Source: an optimization exercise on an open RTL-to-GDS flow (aim: small area, a short achievable clock period and few clock cycles per item). Production flows keep margins and buffers that such runs may drop. At most, simulation tests tie the RTL to the original design; equivalence was not proved. No activity file was given, so power comes from the tool's default toggle rates.

wip/sierra:
Design uri_component_splitter_top, start of the top module:
module uri_component_splitter_top #(
  parameter int MAX_LEN = ucs_pkg::MAX_LEN_DEF
) (
  input  logic              clk,
  input  logic              rst,
  input  logic              uri_valid,
  output logic              uri_ready,
  input  logic [ucs_pkg::CH_W-1:0]   uri_ch,
  input  logic              uri_end_of_uri,
  output logic              rec_valid,
  input  logic              rec_ready,
  output logic [2:0]        rec_component,
  output logic [ucs_pkg::OFS_W-1:0]  rec_start_offset,
  output logic [ucs_pkg::OFS_W-1:0]  rec_length,
  output logic [ucs_pkg::PORT_W-1:0] rec_port_value,
  output logic              rec_abs_flag,
  output logic              rec_frag_only_flag,
  output logic              rec_overflow,
  output logic              rec_last
);
Size in the first run: ~1,100 cells after synthesis, ~240 flip-flops, ~64 I/O pins, ~0.012 sq mm of cells after synthesis.
Settings: LEC_CHECK=0, CAP_MARGIN=20, CORE_MARGIN=2, CORE_UTILIZATION=40, CTS_CLUSTER_DIAMETER=100, CTS_CLUSTER_SIZE=28, SETUP_SLACK_MARGIN=2.0, SLEW_MARGIN=20; clock period 5.0 ns.
standard.sh (not shown) runs the stock make flow with config.mk's settings and CLKGATE_MAP_FILE= SYNTH_SCRIPT=/design/flow/synth_recipe.tcl, a recipe that flattens the netlist after the stock synthesis.
==> flow/flow/run.sh <==
#!/bin/bash
# The standard layout, with the port buffers made from buf_2 cells instead of
# the delay buffers buffer_ports picks by default.
set -e
export BUFFER_PORTS_ARGS="-buffer_cell sky130_fd_sc_hd__buf_2"
bash standard.sh > standard.log 2>&1
Testbench counts of wip/sierra, summed over its fixed seeds: cycles 95,490, items 94,275.
The inputs of wip/garnet differ from those of wip/sierra as listed below.
==> flow/run.sh (new file) <==
#!/bin/bash
# synth_recipe.tcl (not shown) runs the flow's synth.tcl, then flattens the netlist and writes it again
# the make line also repeats each setting of config.mk as NAME=value (left out here)
make -C /OpenROAD-flow-scripts/flow DESIGN_CONFIG=/design/flow/config.mk WORK_HOME=/design/flow/orfs CLKGATE_MAP_FILE= SYNTH_SCRIPT=/design/flow/synth_recipe.tcl finish
removed: flow/flow/run.sh
removed: flow/standard.sh
## What came out
Of wip/sierra and wip/garnet, the higher share of final-layout standard cells stronger than drive strength 1 belongs to wip/sierra.
Run comparison: wip/sierra launching instance or port of the critical path u_emit.pick[8]$_SDFFE_PP0P_; wip/garnet launching instance or port of the critical path u_parser.acc[8]$_SDFFE_PP0P_
Delta(clock-buffer cell count, wip/garnet - wip/sierra) > 0
Of wip/sierra and wip/garnet, the run reporting the higher net switching share of the total power was wip/sierra.
> inputs changed (wip/garnet -> wip/amber)
- CTS_CLUSTER_DIAMETER: 100 -> unset
- SETUP_SLACK_MARGIN: 2.0 -> 2.5
- CTS_CLUSTER_SIZE: 28 -> unset
Findings:
met2 wirelength from detailed routing ended up about 9% higher on wip/amber than on wip/garnet.
wip/garnet leaves more setup margin than wip/amber.
Number of instances in the placed design: wip/amber vs wip/garnet — no meaningful difference
Summary of wip/amber over wip/garnet: via count of the routed design up 204, worst-case setup slack after placement up 130 ps, switching share of power up 0.51 points, overall power up 0.92 mW.
Summary — top fanout value on the critical path, wip/amber relative to wip/garnet: lower, by 4.
On global-route track usage on met3, the lower figure sits with wip/amber, not wip/garnet.
Input changes introduced in wip/xenon (baseline for comparison: wip/amber):
- a change of SETUP_SLACK_MARGIN from 2.5 to 2.0
- a change of CORE_UTILIZATION from 40 to 65
## What came out
Final core utilization: wip/xenon vs wip/amber up 25 points
What wip/xenon reported for number of buffers created by CTS has to be multiplied by 1.13 to get the figure for wip/amber.
Going from wip/amber to wip/xenon, the proportion of power drawn by the clock network was found to have gone down by 2.1 points.
Clock network latency to the later pin of the worst-skew pair delta (wip/amber -> wip/xenon): insignificant
Going from wip/amber to wip/xenon, buffers plus inverters on the worst setup path grows by 1.

========
uri_component_splitter_top, a different RTL version from the one above (not shown whole).
For scale: roughly 11,000 sq um of cells after synthesis.
clock: 5.0 ns
lec_check: 0
cap_margin: 20
core_margin: 2
core_utilization: 70
cts_cluster_diameter: 100
cts_cluster_size: 28
place_density: 0.8
setup_slack_margin: 2.3
slew_margin: 20
run.sh (not shown) runs the stock make flow with config.mk's settings and CLKGATE_MAP_FILE= SYNTH_SCRIPT=/design/flow/synth_recipe.tcl, a recipe that flattens the netlist after the stock synthesis.
Stock flow here: none of the scripts above is used.
The baseline finished clean.
Testbench counts at the start, summed over its fixed seeds: cycles 95,248, items 94,275.
Next try:
- CORE_UTILIZATION: 70 -> 40
- PLACE_DENSITY: 0.8 -> default
=> The changed run produced a clean layout. Core utilization decreases by 34 points. Sequential share of layout area falls by 1.3 points. Clock skew went up by 0.0050 ns.
Next try:
- CORE_UTILIZATION: 40 -> 70
- SETUP_SLACK_MARGIN: 2.3 -> 2.4
- The new run completed with no timing, DRC or antenna violations
- hold slack got worse by 0.012 ns
- via count increases by 8.2%
- total power drops by 3.1%
- worst setup slack is worse by 0.098 ns
- die area went down by 42%
Next try:
- CORE_UTILIZATION: 70 -> 55
- SETUP_SLACK_MARGIN: 2.4 -> 2.3
Utilization falls by 18 points; routed wire length falls slightly; clock power rises by roughly a tenth; final cell count rises by a few percent; maximum frequency falls slightly; combinational power falls by a few percent; setup slack is worse by 0.033 ns; sequential power is about the same; non-clock buffer count falls by 13; register-to-register slack is worse by 0.03 ns.
Next try:
==> flow/flow/run.sh (new file) <==
#!/bin/bash
# The standard layout, with the port buffers made from buf_2 cells instead of
# the delay buffers buffer_ports picks by default.
set -e
export BUFFER_PORTS_ARGS="-buffer_cell sky130_fd_sc_hd__buf_2"
bash standard.sh > standard.log 2>&1
==> flow/standard.sh (new file) <==
#!/bin/bash
# synth_recipe.tcl (not shown) runs the flow's synth.tcl, then flattens the netlist and writes it again
# the make line also repeats each setting of config.mk as NAME=value (left out here)
make -C /OpenROAD-flow-scripts/flow DESIGN_CONFIG=/design/flow/config.mk WORK_HOME=/design/flow/orfs CLKGATE_MAP_FILE= SYNTH_SCRIPT=/design/flow/synth_recipe.tcl "${@:-finish}"
- CORE_UTILIZATION: 55 -> 70
- SETUP_SLACK_MARGIN: 2.3 -> 2.5
removed: flow/run.sh
=> The changed run finished clean; design area falls by 0.49%; wire length rises by 2.7%; total power falls by 1.6%; non-clock buffer count rises by 28; critical path depth falls by 1.
Next try:
==> flow/run.sh (new file) <==
#!/bin/bash
# synth_recipe.tcl (not shown) runs the flow's synth.tcl, then flattens the netlist and writes it again
# the make line also repeats each setting of config.mk as NAME=value (left out here)
make -C /OpenROAD-flow-scripts/flow DESIGN_CONFIG=/design/flow/config.mk WORK_HOME=/design/flow/orfs CLKGATE_MAP_FILE= SYNTH_SCRIPT=/design/flow/synth_recipe.tcl finish
- SETUP_SLACK_MARGIN: 2.5 -> 2.3
removed: flow/flow/run.sh
removed: flow/standard.sh
After rerunning:
- The changed run produced a clean layout
- sequential share of layout area rose by 0.93 points
- sequential power stays flat
- wire length fell by a little under a tenth
- power fell by a few percent

========
Another version of the RTL of uri_component_splitter_top (not shown whole).
For scale: ~1,000 cells after synthesis, roughly 0.011 mm2 of cells after synthesis.
Design uri_component_splitter_top, start of the top module:
module uri_component_splitter_top #(
  parameter int MAX_LEN = ucs_pkg::MAX_LEN_DEF
) (
  input  logic              clk,
  input  logic              rst,
  input  logic              uri_valid,
  output logic              uri_ready,
  input  logic [ucs_pkg::CH_W-1:0]   uri_ch,
  input  logic              uri_end_of_uri,
  output logic              rec_valid,
  input  logic              rec_ready,
  output logic [2:0]        rec_component,
  output logic [ucs_pkg::OFS_W-1:0]  rec_start_offset,
  output logic [ucs_pkg::OFS_W-1:0]  rec_length,
  output logic [ucs_pkg::PORT_W-1:0] rec_port_value,
  output logic              rec_abs_flag,
  output logic              rec_frag_only_flag,
  output logic              rec_overflow,
  output logic              rec_last
);
  ucs_pkg::ucs_snap_t snap;
  logic [ucs_pkg::OFS_W-1:0]  s_pos, l_pos, e_pos;
  logic      s_write_next, s_busy_next;
  logic [ucs_pkg::PORT_W-1:0] port_value;
  logic      port_ok;
  logic      in_auth, le_busy, in_auth_next, le_busy_next;
  logic      ready;      
  logic      free;
  logic      waiting;    
  logic      consume, ended, load;
  logic                      in_v, in_eou;
  logic [ucs_pkg::CH_W-1:0]  in_ch;
  logic in_v_next, waiting_next, in_eou_next, auth_write_next;
  logic [ucs_pkg::CH_W-1:0] in_ch_next;
  assign consume   = in_v && ready;
  assign uri_ready = ready;
  assign ended     = consume && in_eou;
  assign load      = free && (ended || waiting);
  assign in_v_next    = !rst && (ready ? uri_valid : in_v);
  assign waiting_next = !rst && (ended || waiting) && !free;
  always_ff @(posedge clk) begin
    in_v    <= in_v_next;
    waiting <= waiting_next;
    ready   <= !in_v_next ||
               (!waiting_next && !(!in_eou_next &&
                                   ((in_auth_next && le_busy_next && auth_write_next) ||
                                    (s_write_next && s_busy_next))));
  end
  assign in_ch_next  = ready ? uri_ch : in_ch;
  assign in_eou_next = ready ? uri_end_of_uri : in_eou;
  always_ff @(posedge clk) begin
    in_ch  <= in_ch_next;
    in_eou <= in_eou_next;
  end
  ucs_parser u_parser (
  ...
clock: 5.0 ns
lec_check: 0
cap_margin: 20
core_margin: 2
core_utilization: 40
cts_cluster_diameter: 100
cts_cluster_size: 28
setup_slack_margin: 2.3
slew_margin: 20
Stock flow here: none of the scripts above is used.
The baseline passed the timing, DRC and antenna checks.
==> next run, changes <==
==> flow/flow/run.sh (new file) <==
#!/bin/bash
# The standard layout, with the port buffers made from buf_2 cells instead of
# the delay buffers buffer_ports picks by default.
set -e
export BUFFER_PORTS_ARGS="-buffer_cell sky130_fd_sc_hd__buf_2"
bash standard.sh > standard.log 2>&1
==> flow/standard.sh (new file) <==
#!/bin/bash
# synth_recipe.tcl (not shown) runs the flow's synth.tcl, then flattens the netlist and writes it again
# the make line also repeats each setting of config.mk as NAME=value (left out here)
make -C /OpenROAD-flow-scripts/flow DESIGN_CONFIG=/design/flow/config.mk WORK_HOME=/design/flow/orfs CLKGATE_MAP_FILE= SYNTH_SCRIPT=/design/flow/synth_recipe.tcl "${@:-finish}"
--- a/flow/config.mk
+++ b/flow/config.mk
@@ -13 +13 @@
-export SETUP_SLACK_MARGIN = 2.3
+export SETUP_SLACK_MARGIN = 2.5
removed: flow/run.sh
Effect:
- The new run completed without violations
- global-route usage increases by 0.54 points
- final area increases by 0.41%
- first-iteration DRC count increases by 41%
- power increases by 0.69%
- critical path depth stays the same
- setup slack loses 0.087 ns
- non-clock buffer count increases by 27
- register-to-register slack loses 0.09 ns
Function was not checked in any run of this note: the RTL went through the layout flow alone.

static timing again, ports no longer ideal:
In the flow no input, the clock included, has a driving cell. The finished layouts below were timed again as built, in two steps. Step 1: set_driving_cell puts a clkbuf_16 on clk and a buf_2 on each other input, an assumption about the parent block. Step 2 moves the port delays by t, midway between the first and last clock arrival at a register: inputs arrive t later, outputs are due t later. That takes back most of the time a late clock gives input paths. Slacks: ideal ports / drivers / drivers and shift; pairs: ideal ports / drivers.
| run | t, ns | slack for setup (ns) | worst setup path at the end | worst register clock-pin slew, ns | pins driven straight from the clock port |
|---|---|---|---|---|---|
| wip/sierra | 0.528 | 2.058 / 2.020 / 1.792 | input to register | 0.11 / 0.11 | 1 |
| wip/garnet | 0.512 | 2.116 / 2.113 / 1.714 | input to register | 0.11 / 0.11 | 1 |
| wip/amber | 0.572 | 2.104 / 2.104 / 2.065 | input to register | 0.06 / 0.06 | 1 |
| wip/xenon | 0.560 | 1.994 / 1.994 / 1.696 | input to register | 0.07 / 0.07 | 1 |
| the first run of note 2 | 0.498 | 2.363 / 2.323 / 1.882 | input to register | 0.11 / 0.11 | 1 |
| the second run of note 2 | 0.518 | 2.338 / 2.338 / 1.890 | input to register | 0.11 / 0.11 | 1 |
| the third run of note 2 | 0.503 | 2.240 / 2.240 / 2.082 | input to register | 0.11 / 0.11 | 1 |
| the fourth run of note 2 | 0.516 | 2.207 / 2.207 / 1.867 | input to register | 0.11 / 0.11 | 1 |
| the fifth run of note 2 | 0.504 | 2.141 / 2.141 / 2.141 | register to register | 0.11 / 0.11 | 1 |
| the sixth run of note 2 | 0.498 | 2.363 / 2.323 / 1.882 | input to register | 0.11 / 0.11 | 1 |
| the first run of note 3 | 0.514 | 1.925 / 1.925 / 1.923 | input to register | 0.11 / 0.11 | 1 |
| the second run of note 3 | 0.518 | 1.837 / 1.837 / 1.837 | register to register | 0.11 / 0.11 | 1 |
After both steps setup and hold are still met in every run listed.
